What follows belongs to an exercise in optimizing a design on an open flow for small area; a production flow would make more cautious choices. In this exercise RTL edits were held to simulation tests only and were not proved equivalent to the original. No activity file was given, so power comes from the tool's default toggle rates.

// pu_sequencer
module pu_sequencer #(
   parameter int WIDTH = 32,
   parameter int LEN   = 8,
   parameter int ROWS  = 4
) (
   input  logic                             clk,
   input  logic                             rst,
   input  logic                             wr_en,
   input  logic                             wr_sel,
   input  logic [$clog2(ROWS*LEN)-1:0]      wr_addr,
   input  logic [WIDTH-1:0]                 wr_data,
   input  logic                             start,
   output logic                             busy,
   output logic                             done,
   output logic                             pu_en,
   output logic [WIDTH-1:0]                 pu_x1, pu_x2, pu_x3, pu_x4,
   output logic [WIDTH-1:0]                 pu_w1, pu_w2, pu_w3, pu_w4,
   input  logic [WIDTH-1:0]                 pu_data,
   output logic                             out_valid,
   output logic [((ROWS > 1) ? $clog2(ROWS) : 1)-1:0] out_row,
   output logic [WIDTH-1:0]                 out_data
);
   logic [3:0]       seq;
   logic [WIDTH-1:0] x_buf [8];
   logic [WIDTH-1:0] w_buf [32];
   logic [WIDTH-1:0] acc;
   logic             we;
   logic [7:0]       csel;
   logic             ph;
   logic [WIDTH-1:0] wr_data_ph;
   logic [WIDTH-1:0] w_lane [4];
   assign busy      = (seq < 4'd10);
   assign pu_en     = ~seq[3];
   assign done      = (seq == 4'd10);
   assign out_valid = (seq == 4'd3) || (seq == 4'd5) || (seq == 4'd7) || (seq == 4'd9);
   assign out_row   = 2'(seq[3:1] - 3'd1);
   assign out_data  = acc;
   always_ff @(posedge clk) begin
      if (rst)                                         seq <= 4'd15;
      else if (seq == 4'd10 || seq > 4'd10)            seq <= start ? 4'd0 : 4'd15;
      else                                             seq <= seq + 4'd1;
   end
   assign we = wr_en && !busy && !rst;
   for (genvar k = 0; k < 8; k++) begin : g_x
      logic set;
      assign set = we && !wr_sel && wr_addr == 5'(k);
      pu_sequencer_word #(.W(WIDTH)) u_word (
         .clk(clk), .keep(!set), .set(set), .d(wr_data), .q(x_buf[k]));
   end
   always_ff @(posedge clk) begin
      if (rst) ph <= 1'b0;
      else     ph <= !ph;
   end
  ...
Size: about 4200 cells after synthesis, roughly 1300 flip-flops, ~370 I/O pins, about 48000 sq um of cells after synthesis.
==> flow/config.mk <==
export PLATFORM = sky130hd
export DESIGN_NAME = pu_sequencer
export DESIGN_NICKNAME = pu_sequencer
export VERILOG_FILES = /design/flow/design.v
export SDC_FILE = /design/flow/constraint.sdc
export NUM_CORES = 4
export LEC_CHECK = 0
export CAP_MARGIN = 10
export CORE_MARGIN = 2
export CORE_UTILIZATION = 75
export SLEW_MARGIN = 0
export SYNTH_HIERARCHICAL = 1
==> flow/constraint.sdc <==
create_clock -name core_clock -period 5.0 [get_ports {clk}]
set_input_delay 1.0000 -clock core_clock [delete_from_list [all_inputs] [get_ports {clk}]]
set_output_delay 1.0000 -clock core_clock [all_outputs]
set_load 0.01 [all_outputs]
standard.sh (not shown) runs the stock make flow with config.mk's settings and CLKGATE_MAP_FILE= SYNTH_SCRIPT=/design/flow/synth_recipe.tcl, a recipe that flattens the netlist after the stock synthesis.
==> flow/flow/run.sh <==
#!/bin/bash
# The standard layout, with the port buffers made from the smallest plain
# buffer, and a clock tree with larger sink clusters and no dummy loads.
set -euo pipefail
export BUFFER_PORTS_ARGS="-buffer_cell sky130_fd_sc_hd__buf_1"
export CTS_ARGS="-sink_clustering_enable -repair_clock_nets -dont_use_dummy_load -sink_clustering_size 24 -sink_clustering_max_diameter 80 -buf_list {sky130_fd_sc_hd__clkbuf_8 sky130_fd_sc_hd__clkbuf_16}"
bash standard.sh > standard_flow.log 2>&1
The baseline completed without violations.
==> next run, changes <==
--- a/flow/flow/run.sh
+++ b/flow/flow/run.sh
@@ -6 +6 @@
-export CTS_ARGS="-sink_clustering_enable -repair_clock_nets -dont_use_dummy_load -sink_clustering_size 24 -sink_clustering_max_diameter 80 -buf_list {sky130_fd_sc_hd__clkbuf_8 sky130_fd_sc_hd__clkbuf_16}"
+export CTS_ARGS="-sink_clustering_enable -repair_clock_nets -dont_use_dummy_load -sink_clustering_size 32 -sink_clustering_max_diameter 70 -buf_list {sky130_fd_sc_hd__clkbuf_16}"
CORE_UTILIZATION = 70   (was 75)
SLEW_MARGIN = 10   (was 0)
=> Final cell count rose slightly. Synthesized area does not change. Worst setup slack is worse by 0.19 ns. Critical path depth rose by 1. Global-route usage fell by 3.0 points. Wire length stays flat. Non-clock buffer count rose by 3. Die area rose by a little under a tenth.
==> next run, changes <==
==> flow/flow/run.sh (replaced) <==
#!/bin/bash
# The standard layout, with the port buffers made from the smallest plain
# buffer instead of the flow's default choice.
set -euo pipefail
export BUFFER_PORTS_ARGS="-buffer_cell sky130_fd_sc_hd__buf_1"
bash standard.sh > standard_flow.log 2>&1
CAP_MARGIN = 20   (was 10)
CORE_UTILIZATION = 60   (was 70)
CTS_BUF_LIST = sky130_fd_sc_hd__clkbuf_4 sky130_fd_sc_hd__clkbuf_8   (was default)
SLEW_MARGIN = 20   (was 10)
Non-clock buffer count rose by 12.
Global-route usage fell by 3.4 points.
Wire length rose by 5.7%.
Combinational power rose by about 1%.
==> next run, changes <==
--- a/flow/flow/run.sh
+++ b/flow/flow/run.sh
@@ -3 +3 @@
-# buffer instead of the flow's default choice.
+# buffer, and a clock tree with larger sink clusters and no dummy loads.
@@ -5,0 +6 @@
+export CTS_ARGS="-sink_clustering_enable -repair_clock_nets -dont_use_dummy_load -sink_clustering_size 30 -sink_clustering_max_diameter 70 -buf_list {sky130_fd_sc_hd__clkbuf_16}"
CAP_MARGIN = 10   (was 20)
CORE_UTILIZATION = 70   (was 60)
CTS_BUF_LIST = default   (was sky130_fd_sc_hd__clkbuf_4 sky130_fd_sc_hd__clkbuf_8)
PLACE_DENSITY = 0.95   (was default)
SLEW_MARGIN = 10   (was 20)
After rerunning:
- synthesized cell count stays the same
- cell area falls by a few percent
- final cell count is lower by a little under a tenth
- sequential share of layout area rises by 3.5 points
- sequential power stays flat
- wire length drops by a few percent
- via count came out higher slightly
- core utilization is higher by 6.3 points

==> afterwards: timing with drivers on the ports <==
The flow's constraints put no driver on any port. The routed layouts listed below were extracted and timed again, unchanged, in two steps.
Step 1 sets driving cells, clkbuf_16 on the clock port and buf_2 on the other inputs (assumed; they add their load-dependent delay and slew).
Step 2 moves the port delays by t, midway between the first and last clock arrival at a register: inputs arrive t later, outputs are due t later. That takes back most of the time a late clock gives input paths.
Slacks: no drivers / after step 1 / after step 2; pairs: no drivers / after step 1.
run	t (ns)	setup WS [ns]	worst data-port slew with drivers (ns)
the first run	0.728	0.317 / 0.249 / 0.978	0.13
the second run	0.719	0.127 / 0.058 / 0.777	0.16
the third run	0.913	0.233 / 0.163 / 1.014	0.16
the fourth run	0.717	0.371 / 0.301 / 0.961	0.16
After both steps every run listed still meets setup and hold.
